This design comes from an exercise in tuning for a short achievable clock period and few clock cycles on the open sky130 flow, not from production work. The RTL was checked by simulation tests, not by an equivalence proof against the original design. Power figures rest on the tool's default switching activity, not on a simulated workload.

==> design.v <==
`timescale 1ns/1ps
`default_nettype none
package core_pkg;
  localparam int XLEN    = 32;
  localparam int IADDR_W = XLEN - 2;
  localparam int REG_W   = 5;
  typedef logic [XLEN-1:0]    xlen_t;
  typedef logic [IADDR_W-1:0] iaddr_t;
  typedef logic [REG_W-1:0]   reg_idx_t;
  typedef logic [3:0]         byte_en_t;
  typedef enum logic [2:0] {
    ALU_ADD,
    ALU_SUB,
    ALU_AND,
    ALU_OR,
    ALU_XOR,
    ALU_PASS_B
  } alu_op_e;
  typedef enum logic [1:0] {
    SIZE_BYTE = 2'b00,
    SIZE_HALF = 2'b01,
    SIZE_WORD = 2'b10
  } mem_size_e;
  localparam logic [6:0] OPC_OP     = 7'b0110011;
  localparam logic [6:0] OPC_OP_IMM = 7'b0010011;
  localparam logic [6:0] OPC_LUI    = 7'b0110111;
  localparam logic [6:0] OPC_LOAD   = 7'b0000011;
  localparam logic [6:0] OPC_STORE  = 7'b0100011;
  localparam logic [2:0] F3_ADD_SUB = 3'b000;
  localparam logic [2:0] F3_XOR     = 3'b100;
  localparam logic [2:0] F3_OR      = 3'b110;
  localparam logic [2:0] F3_AND     = 3'b111;
  localparam logic [2:0] F3_LW      = 3'b010;
  localparam logic [6:0] F7_SUB     = 7'b0100000;
  localparam logic [31:0] NOP_INSTR = {12'h000, 5'd0, F3_ADD_SUB, 5'd0, OPC_OP_IMM};
  typedef struct packed {
    logic      valid;
    alu_op_e   alu_op;
    logic      use_imm;
    xlen_t     imm;
    reg_idx_t  rs1;
    reg_idx_t  rs2;
    reg_idx_t  rd;
    xlen_t     rs1_val;
    xlen_t     rs2_val;
    logic      wr_reg;
    logic      load;
    logic      store;
    mem_size_e size;
  } id_ex_t;
  typedef struct packed {
    logic      valid;
    logic      wr_reg;
    reg_idx_t  rd;
    xlen_t     result;
    logic      load;
    logic      store;
    mem_size_e size;
    xlen_t     store_data;
  } ex_mem_t;
  typedef struct packed {
    logic     en;
    reg_idx_t idx;
    xlen_t    data;
  } wb_write_t;
endpackage
`default_nettype wire
`timescale 1ns/1ps
`default_nettype none
module fetch (
  input  logic             clk,
  input  logic             rst_n,
  input  core_pkg::xlen_t  boot_addr,
  input  logic             load_stall,
  output logic             isram_cs,
  output core_pkg::iaddr_t isram_adr,
  output logic             fetch_valid
);
  core_pkg::iaddr_t pc;
  logic   run;
  assign isram_cs  = run & ~load_stall;
  assign isram_adr = pc;
  always_ff @(posedge clk) begin
    if (!rst_n) begin
      run <= 1'b0;
      pc  <= boot_addr[core_pkg::XLEN-1:2];
    end else begin
      run <= 1'b1;
      if (isram_cs) begin
        pc <= pc + core_pkg::iaddr_t'(1);
      end
    end
  end
  always_ff @(posedge clk) begin
    if (!rst_n) begin
      fetch_valid <= 1'b0;
    end else if (!load_stall) begin
      fetch_valid <= isram_cs;
    end
  end
endmodule
`default_nettype wire
`timescale 1ns/1ps
`default_nettype none
module inst_decode (
  input  logic               clk,
  input  logic               rst_n,
  input  logic               fetch_valid,
  input  core_pkg::xlen_t    instr_fromsram,
  input  core_pkg::xlen_t    rs1_val,
  input  core_pkg::xlen_t    rs2_val,
  output core_pkg::reg_idx_t rs1_addr,
  output core_pkg::reg_idx_t rs2_addr,
  output logic               load_stall,
  output core_pkg::id_ex_t   id_ex
);
  core_pkg::xlen_t      instr;
  logic [6:0] opcode;
  logic [2:0] funct3;
  logic [6:0] funct7;
  core_pkg::xlen_t      imm_i;
  core_pkg::xlen_t      imm_s;
  core_pkg::xlen_t      imm_u;
  logic       legal;
  logic       use_rs1;
  logic       use_rs2;
  logic       hit_rs1;
  logic       hit_rs2;
  core_pkg::id_ex_t     dec;
  assign instr  = fetch_valid ? instr_fromsram : core_pkg::NOP_INSTR;
  assign opcode = instr[6:0];
  assign funct3 = instr[14:12];
  assign funct7 = instr[31:25];
  assign imm_i  = {{20{instr[31]}}, instr[31:20]};
  assign imm_s  = {{20{instr[31]}}, instr[31:25], instr[11:7]};
  assign imm_u  = {instr[31:12], 12'h000};
  assign rs1_addr = instr[19:15];
  assign rs2_addr = instr[24:20];
  always_comb begin
    dec         = '0;
    dec.rs1     = rs1_addr;
    dec.rs2     = rs2_addr;
    dec.rd      = instr[11:7];
    dec.rs1_val = rs1_val;
    dec.rs2_val = rs2_val;
    dec.alu_op  = core_pkg::ALU_ADD;
    dec.size    = core_pkg::SIZE_WORD;
    legal       = 1'b0;
    use_rs1     = 1'b0;
    use_rs2     = 1'b0;
    case (opcode)
      core_pkg::OPC_OP: begin
        use_rs1    = 1'b1;
        use_rs2    = 1'b1;
        dec.wr_reg = 1'b1;
        legal      = (funct7 == 7'b0);
        case (funct3)
          core_pkg::F3_ADD_SUB: begin
            if (funct7 == core_pkg::F7_SUB) begin
              dec.alu_op = core_pkg::ALU_SUB;
              legal      = 1'b1;
            end
          end
          core_pkg::F3_XOR:  dec.alu_op = core_pkg::ALU_XOR;
          core_pkg::F3_OR:   dec.alu_op = core_pkg::ALU_OR;
          core_pkg::F3_AND:  dec.alu_op = core_pkg::ALU_AND;
          default: legal = 1'b0;
        endcase
      end
      core_pkg::OPC_OP_IMM: begin
        use_rs1     = 1'b1;
        dec.use_imm = 1'b1;
        dec.imm     = imm_i;
        dec.wr_reg  = 1'b1;
        legal       = (funct3 == core_pkg::F3_ADD_SUB);
      end
      core_pkg::OPC_LUI: begin
        dec.alu_op  = core_pkg::ALU_PASS_B;
        dec.use_imm = 1'b1;
        dec.imm     = imm_u;
        dec.wr_reg  = 1'b1;
        legal       = 1'b1;
      end
      core_pkg::OPC_LOAD: begin
        use_rs1     = 1'b1;
        dec.use_imm = 1'b1;
        dec.imm     = imm_i;
        dec.wr_reg  = 1'b1;
        dec.load    = 1'b1;
        legal       = (funct3 == core_pkg::F3_LW);
      end
      core_pkg::OPC_STORE: begin
        use_rs1     = 1'b1;
        use_rs2     = 1'b1;
        dec.use_imm = 1'b1;
        dec.imm     = imm_s;
        dec.store   = 1'b1;
        dec.size    = core_pkg::mem_size_e'(funct3[1:0]);
        legal       = ~funct3[2] & (funct3[1:0] != 2'b11);
      end
      default: legal = 1'b0;
    endcase
    dec.valid = legal & fetch_valid;
    if (!dec.valid) begin
      dec.wr_reg = 1'b0;
      dec.load   = 1'b0;
      dec.store  = 1'b0;
    end
  end
  assign hit_rs1 = use_rs1 & (rs1_addr == id_ex.rd);
  assign hit_rs2 = use_rs2 & (rs2_addr == id_ex.rd);
  assign load_stall = dec.valid & id_ex.valid & id_ex.load & (id_ex.rd != '0) &
                      (hit_rs1 | hit_rs2);
  always_ff @(posedge clk) begin
    if (!rst_n) begin
      id_ex.valid  <= 1'b0;
      id_ex.wr_reg <= 1'b0;
      id_ex.load   <= 1'b0;
      id_ex.store  <= 1'b0;
    end else begin
      id_ex <= dec;
      if (load_stall) begin
        id_ex.valid  <= 1'b0;
        id_ex.wr_reg <= 1'b0;
        id_ex.load   <= 1'b0;
        id_ex.store  <= 1'b0;
      end
    end
  end
endmodule
`default_nettype wire
`timescale 1ns/1ps
`default_nettype none
module regfile (
  input  logic                clk,
  input  logic                rst_n,
  input  core_pkg::reg_idx_t  rs1_addr,
  input  core_pkg::reg_idx_t  rs2_addr,
  input  core_pkg::wb_write_t wb,
  output core_pkg::xlen_t     rs1_val,
  output core_pkg::xlen_t     rs2_val
);
  core_pkg::xlen_t regs [1:31];
  function automatic core_pkg::xlen_t read_port(input core_pkg::reg_idx_t idx, input core_pkg::wb_write_t w,
                                      input core_pkg::xlen_t stored);
    if (idx == '0) begin
      read_port = '0;
    end else if (w.en && w.idx == idx) begin
      read_port = w.data;
    end else begin
      read_port = stored;
    end
  endfunction
  assign rs1_val = read_port(rs1_addr, wb, (rs1_addr == '0) ? '0 : regs[rs1_addr]);
  assign rs2_val = read_port(rs2_addr, wb, (rs2_addr == '0) ? '0 : regs[rs2_addr]);
  always_ff @(posedge clk) begin
    if (!rst_n) begin
      for (int i = 1; i < 32; i++) begin
        regs[i] <= '0;
      end
    end else if (wb.en && wb.idx != '0) begin
      regs[wb.idx] <= wb.data;
    end
  end
endmodule
`default_nettype wire
`timescale 1ns/1ps
`default_nettype none
module inst_execute (
  input  logic                clk,
  input  logic                rst_n,
  input  core_pkg::id_ex_t    id_ex,
  input  core_pkg::wb_write_t wb,
  output core_pkg::ex_mem_t   ex_mem
);
  core_pkg::xlen_t op_a;
  core_pkg::xlen_t op_b;
  core_pkg::xlen_t rs2_fwd;
  core_pkg::xlen_t alu_res;
  logic  ex_fwd_ok;
  assign ex_fwd_ok = ex_mem.valid & ex_mem.wr_reg & ~ex_mem.load & (ex_mem.rd != '0);
  function automatic core_pkg::xlen_t pick_operand(
    input core_pkg::reg_idx_t  idx,
    input core_pkg::xlen_t     dec_val,
    input logic      ex_ok,
    input core_pkg::ex_mem_t   em,
    input core_pkg::wb_write_t w
  );
    if (ex_ok && em.rd == idx) begin
      pick_operand = em.result;
    end else if (w.en && w.idx == idx) begin
      pick_operand = w.data;
    end else begin
      pick_operand = dec_val;
    end
  endfunction
  assign op_a    = pick_operand(id_ex.rs1, id_ex.rs1_val, ex_fwd_ok, ex_mem, wb);
  assign rs2_fwd = pick_operand(id_ex.rs2, id_ex.rs2_val, ex_fwd_ok, ex_mem, wb);
  assign op_b    = id_ex.use_imm ? id_ex.imm : rs2_fwd;
  always_comb begin
    case (id_ex.alu_op)
      core_pkg::ALU_ADD:    alu_res = op_a + op_b;
      core_pkg::ALU_SUB:    alu_res = op_a - op_b;
      core_pkg::ALU_AND:    alu_res = op_a & op_b;
      core_pkg::ALU_OR:     alu_res = op_a | op_b;
      core_pkg::ALU_XOR:    alu_res = op_a ^ op_b;
      core_pkg::ALU_PASS_B: alu_res = op_b;
      default:    alu_res = '0;
    endcase
  end
  always_ff @(posedge clk) begin
    if (!rst_n) begin
      ex_mem.valid  <= 1'b0;
      ex_mem.wr_reg <= 1'b0;
      ex_mem.load   <= 1'b0;
      ex_mem.store  <= 1'b0;
    end else begin
      ex_mem.valid      <= id_ex.valid;
      ex_mem.wr_reg     <= id_ex.valid & id_ex.wr_reg;
      ex_mem.load       <= id_ex.valid & id_ex.load;
      ex_mem.store      <= id_ex.valid & id_ex.store;
      ex_mem.rd         <= id_ex.rd;
      ex_mem.result     <= alu_res;
      ex_mem.size       <= id_ex.size;
      ex_mem.store_data <= rs2_fwd;
    end
  end
endmodule
`default_nettype wire
`timescale 1ns/1ps
`default_nettype none
module inst_memacc (
  input  logic                clk,
  input  logic                rst_n,
  input  core_pkg::ex_mem_t   ex_mem,
  input  core_pkg::xlen_t     dsram_rdata,
  output core_pkg::xlen_t     dsram_addr,
  output logic                dsram_cs,
  output logic                dsram_we,
  output core_pkg::byte_en_t  dsram_ben,
  output core_pkg::xlen_t     dsram_wdata,
  output core_pkg::wb_write_t wb
);
  logic     wb_en_q;
  core_pkg::reg_idx_t wb_rd_q;
  logic     wb_load_q;
  core_pkg::xlen_t    wb_result_q;
  assign dsram_cs   = ex_mem.valid & (ex_mem.load | ex_mem.store);
  assign dsram_we   = ex_mem.valid & ex_mem.store;
  assign dsram_addr = {ex_mem.result[core_pkg::XLEN-1:2], 2'b00};
  always_comb begin
    case (ex_mem.size)
      core_pkg::SIZE_BYTE: begin
        dsram_ben   = core_pkg::byte_en_t'(4'b0001 << ex_mem.result[1:0]);
        dsram_wdata = {4{ex_mem.store_data[7:0]}};
      end
      core_pkg::SIZE_HALF: begin
        dsram_ben   = ex_mem.result[1] ? 4'b1100 : 4'b0011;
        dsram_wdata = {2{ex_mem.store_data[15:0]}};
      end
      default: begin
        dsram_ben   = 4'b1111;
        dsram_wdata = ex_mem.store_data;
      end
    endcase
  end
  always_ff @(posedge clk) begin
    if (!rst_n) begin
      wb_en_q <= 1'b0;
    end else begin
      wb_en_q     <= ex_mem.valid & ex_mem.wr_reg & (ex_mem.rd != '0);
      wb_rd_q     <= ex_mem.rd;
      wb_load_q   <= ex_mem.load;
      wb_result_q <= ex_mem.result;
    end
  end
  always_comb begin
    wb.en   = wb_en_q;
    wb.idx  = wb_rd_q;
    wb.data = wb_load_q ? dsram_rdata : wb_result_q;
  end
endmodule
`default_nettype wire
`timescale 1ns/1ps
`default_nettype none
module core (
  input  logic               clk,
  input  logic               rst_n,
  input  core_pkg::xlen_t    boot_addr,
  input  core_pkg::xlen_t    instr_fromsram,
  input  core_pkg::xlen_t    dsram_rdata,
  output logic               isram_cs,
  output core_pkg::iaddr_t   isram_adr,
  output core_pkg::xlen_t    dsram_addr,
  output logic               dsram_cs,
  output logic               dsram_we,
  output core_pkg::byte_en_t dsram_ben,
  output core_pkg::xlen_t    dsram_wdata
);
  logic      fetch_valid;
  logic      load_stall;
  core_pkg::reg_idx_t  rs1_addr;
  core_pkg::reg_idx_t  rs2_addr;
  core_pkg::xlen_t     rs1_val;
  core_pkg::xlen_t     rs2_val;
  core_pkg::id_ex_t    id_ex;
  core_pkg::ex_mem_t   ex_mem;
  core_pkg::wb_write_t wb;
  fetch fetch_u (
    .clk         (clk),
    .rst_n       (rst_n),
    .boot_addr   (boot_addr),
    .load_stall  (load_stall),
    .isram_cs    (isram_cs),
    .isram_adr   (isram_adr),
    .fetch_valid (fetch_valid)
  );
  inst_decode inst_decode_u (
    .clk            (clk),
    .rst_n          (rst_n),
    .fetch_valid    (fetch_valid),
    .instr_fromsram (instr_fromsram),
    .rs1_val        (rs1_val),
    .rs2_val        (rs2_val),
    .rs1_addr       (rs1_addr),
    .rs2_addr       (rs2_addr),
    .load_stall     (load_stall),
    .id_ex          (id_ex)
  );
  regfile regfile_u (
    .clk      (clk),
    .rst_n    (rst_n),
    .rs1_addr (rs1_addr),
    .rs2_addr (rs2_addr),
    .wb       (wb),
    .rs1_val  (rs1_val),
    .rs2_val  (rs2_val)
  );
  inst_execute inst_execute_u (
    .clk    (clk),
    .rst_n  (rst_n),
    .id_ex  (id_ex),
    .wb     (wb),
    .ex_mem (ex_mem)
  );
  inst_memacc inst_memacc_u (
    .clk         (clk),
    .rst_n       (rst_n),
    .ex_mem      (ex_mem),
    .dsram_rdata (dsram_rdata),
    .dsram_addr  (dsram_addr),
    .dsram_cs    (dsram_cs),
    .dsram_we    (dsram_we),
    .dsram_ben   (dsram_ben),
    .dsram_wdata (dsram_wdata),
    .wb          (wb)
  );
endmodule
`default_nettype wire
==> run.sh <==
#!/bin/bash
# synth_recipe.tcl (not shown) runs the flow's synth.tcl, then flattens the netlist and writes it again
# the make line also repeats each setting of config.mk as NAME=value (left out here)
make -C /OpenROAD-flow-scripts/flow DESIGN_CONFIG=/design/flow/config.mk WORK_HOME=/design/flow/orfs CLKGATE_MAP_FILE= SYNTH_SCRIPT=/design/flow/synth_recipe.tcl finish
==> config.mk <==
export PLATFORM = sky130hd
export DESIGN_NAME = core
export DESIGN_NICKNAME = core
export VERILOG_FILES = /design/flow/design.v
export SDC_FILE = /design/flow/constraint.sdc
export NUM_CORES = 4
export LEC_CHECK = 0
export CAP_MARGIN = 20
export CORE_MARGIN = 2
export CORE_UTILIZATION = 40
export SLEW_MARGIN = 20
==> constraint.sdc <==
create_clock -name core_clock -period 6.3 [get_ports {clk}]
set_input_delay 1.2600 -clock core_clock [delete_from_list [all_inputs] [get_ports {clk}]]
set_output_delay 1.2600 -clock core_clock [all_outputs]
set_load 0.01 [all_outputs]
==> qor.csv <==
stage,metric,value,unit
status,status,finished clean,
worst_hold_path,WHS Endpoint,inst_execute_u.ex_mem[32],
final_layout,P&R area growth vs syn,15.1,%
place,IO Port Bufs,194,
global_routing,initial antenna violation count,6,
detailed_routing,via count,51600,
critical_path,crit path capture type,flip-flop,
place,Placed Cells,8301,
critical_path,CP max stage delay,0.56,ns
final_layout,number of nets in the layout,6319,
sta,Slew headroom,0.244,
clocking,H-tree Lvls,4,
sta,Final Cycle Share,0.959,
detailed_routing,DRT iter0 DRCs,7224,
floorplan,FP Rows,153,
sta,Final min period,6.04,ns
yosys,most area-consuming cells after synthesis,"edfxtp_1 (55%), mux4_2 (14%), nor2_1 (6.6%)",
pwr,Max IR drop VDD,331,µV
global_routing,GRT busiest layer,met2,
floorplan,Initial Util,0.404,
global_routing,met2 Track Usage GR,0.429,
clocking,clk buf depth,3,
floorplan,Die Ht,423,µm
yosys,Post-Syn Area,70400,µm²
floorplan,Die X,423,µm
detailed_routing,TritonRoute pass-1 iters,10,
detailed_routing,Routed WL,241000,µm
global_routing,largest net degree at the start of global routing,107,
sta,final count of hold timing violations,0,
final_layout,final core utilization,0.465,
pwr,power density cells,268,nW/µm²
clocking,CTS tree,built,
critical_path,CP arrival,6.55,ns
floorplan,die area,179000,µm²
sta,fin. max-slew vios,0,
worst_hold_path,WHS Path Cells,0,
clocking,Root Buffer,clkbuf_16,
final_layout,share of layout cells above drive strength 1,0.187,
yosys,largest area contributor in the netlist,edfxtp_1,
yosys,"EDFF count, synth",1280,
sta,Hold Slack,0.424,ns
clocking,"Reg clk slew, reported paths",0.06,ns
place,gpl congestion,0.958,
critical_path,Crit path top cell by count,buf_4,
sta,Tightest Pin Transition,1.13,ns
global_routing,first-pass GRT wire length,349000,µm
critical_path,r2r endpoint,inst_execute_u.ex_mem[65],
critical_path,Critical Path RT,6.81,ns
critical_path,FF-to-FF Start,inst_execute_u.ex_mem[68],
floorplan,core area,174000,µm²
sta,Setup Viol. Count Final,0,
critical_path,Reg2Reg Setup Slack,0.26,ns
yosys,synthesized instance count,5961,
clocking,TritonCTS buffer count,144,
yosys,YS warnings,5,
run,Max Cap Viol,0,
global_routing,grt total ovfl,0,
detailed_routing,routed len/inst,28.1,µm
detailed_routing,Via density,6.03,
sta,Max Freq,0.166,GHz
global_routing,number of global-route vias before repair,50300,
yosys,"Seq/Total Area, Yosys",0.549,
place,Post-DP HPWL,162000,µm
floorplan,Top Ports,199,
final_layout,Layout Cells excl Fill,8562,
yosys,number of distinct library cells after synthesis,81,
critical_path,Worst Setup Path Type,flip-flop to flip-flop,
yosys,top post-synthesis cells by count,"edfxtp_1 (1280), nor2_1 (1229), nand2_1 (720)",
critical_path,"CP delay by family, top",compound AO/OA/AOI/OAI gates,
clocking,Clock Sinks,1291,
critical_path,CP bufs+invs,4,
yosys,number of synthesized register bits,1291,
clocking,Worst-Skew Late Latency,0.80,ns
worst_hold_path,origin of the worst min-delay path,inst_decode_u.id_ex[0],
critical_path,R2R depth,27,
detailed_routing,Residual DRC,0,
global_routing,GRT Util Overall,0.264,
global_routing,GR met3 Demand/Resource,0.0580,
yosys,Post-synth top flop,edfxtp_1,
sta,Worst Skew,0.0310,ns
yosys,"Avg Cell Area, Syn",11.8,µm²
critical_path,"Slowest-stage cell, CP",or4_4,
worst_hold_path,Hold/Removal Path Class,flip-flop to flip-flop,
global_routing,met1 Usage GRT,0.352,
critical_path,crit path launch type,flip-flop,
yosys,most used standard cell by instance count after synthesis,edfxtp_1,
detailed_routing,DRT antenna net count,0,
pwr,Leak,30.2,nW
critical_path,maximum fanout along the worst path,17,
yosys,Yosys top cell area share,0.546,
sta,setup_tns,0,ns
yosys,"FFs w/ async S/R, synth",0,
==> power breakdown <==
part           internal (mW)  total (mW)  switching, mW
Combinational           1.28        3.26           1.98
Clock                   4.73        8.32           3.59
Sequential              9.87        10.2          0.278
Total                   15.9        21.7           5.85
==> worst max-delay path by stage <==
stage | startpoint | end | cells past startpoint
2_1_floorplan | inst_execute_u.ex_mem[68] | inst_execute_u.ex_mem[67] | 28
3_3_place_gp | dsram_rdata[0] | inst_execute_u.ex_mem[67] | 26
3_5_place_dp | dsram_rdata[0] | inst_execute_u.ex_mem[67] | 26
4_1_cts | inst_execute_u.ex_mem[68] | inst_execute_u.ex_mem[67] | 26
5_1_grt | inst_execute_u.ex_mem[68] | inst_execute_u.ex_mem[67] | 26
6_report | inst_execute_u.ex_mem[68] | inst_execute_u.ex_mem[65] | 27
==> timing repair <==
| action | 4_1_cts | 5_1_grt |
|---|---|---|
| gates resized for setup | 0 | 3 |
| endpoints found under the hold margin | 0 | 0 |
| setup buffers | 0 | 0 |
| hold buffers | 0 | 0 |
| setup endpoints to repair | 0 | 4 |
==> state kept, by name (all words and copies together) (netlist names) <==
register                   flops
inst_execute_u.ex_mem         75
inst_memacc_u.wb_rd_q          5
inst_memacc_u.wb_result_q     32
fetch_u.run                    1
regfile_u.regs              1024
fetch_u.fetch_valid            1
inst_memacc_u.wb_en_q          1
fetch_u.pc                    30
inst_decode_u.id_ex          121
inst_memacc_u.wb_load_q        1
==> cell type report <==
type,count,area [µm²]
repair buffers,543,4820
inverters,128,509
well taps,2325,2910
flip-flops and latches,1291,38700
fillers,15700,93400
clock inverters,80,717
clock buffers,180,3860
diodes,1,2.50
multi-input cells,4014,29600
==> metal layers <==
| layer | vias to the layer above | wire (µm) |
|---|---|---|
| li1 | 22200 | - |
| met1 | 26200 | 94900 |
| met2 | 2788 | 114000 |
| met3 | 431 | 23500 |
| met4 | 6 | 8060 |
| met5 | - | 37 |
==> cells in the final DEF, fill, tap and decap left out, types with 32 or more instances in the layout <==
master,n
mux4_2,448
and3_1,44
xor2_1,49
xnor2_1,77
ha_1,97
mux2_2,84
a31oi_1,51
clkdlybuf4s50_1,189
nor2_1,1227
clkbuf_16,148
mux2i_1,90
o21ai_0,178
a22oi_1,48
clkinv_1,39
edfxtp_1,1280
buf_4,330
a22o_1,32
nand4_1,45
nand3_1,235
a211oi_1,72
a21oi_1,180
nand2_1,704
nor3_1,32
inv_1,119
conb_1,34
mux2i_4,33
==> kinds of logic (layout without fill, tap and decap cells) <==
| kind of cell | count (synthesis) | count (layout) | share of synthesized area |
|---|---|---|---|
| other cells | 1 | 35 | 0.0000533 |
| flops | 1291 | 1291 | 0.549 |
| fa+ha+maj | 99 | 99 | 0.0177 |
| xor+xnor | 126 | 126 | 0.0157 |
| mux | 655 | 655 | 0.174 |
| simple gates | 2393 | 2393 | 0.140 |
| buf+inv | 689 | 931 | 0.0397 |
| compound gates | 707 | 707 | 0.0635 |
==> metrics by stage <==
stage          total power, mW  worst slack [ns]  area (µm²)
6_report                  21.7             0.260       81000
3_5_place_dp              13.5            -0.584       76400
2_1_floorplan             12.1             0.365       70500
4_1_cts                   21.8            0.0474       81000
5_1_grt                   22.4          -0.00826       81000
3_3_place_gp              13.5            -0.537       76400
Testbench counts, summed over its fixed seeds: cycles 12,654.

==> afterwards: timing with drivers on the ports <==
Ports are ideal in the flow. The routed layout listed here was re-timed in OpenROAD.
Step 1 sets driving cells, clkbuf_16 on the clock port and buf_2 on the other inputs (assumed; they add their load-dependent delay and slew).
Step 2 also shifts input and output timing later by t, the mid clock arrival at the registers, as if the neighbouring blocks saw the same clock.
Slacks: ideal / step 1 / step 2; pairs: ideal / step 1.
t (ns): 0.875
slack for setup (ns): 0.260 / 0.260 / -0.396
latest minus earliest clock arrival (ns): 0.043 / 0.043
worst data-port slew with drivers (ns): 0.09
Met with ideal ports but missed after step 2: setup timing in this run. The setup slack of this run moves by 0.000 ns with the drivers and by -0.656 ns with both steps.
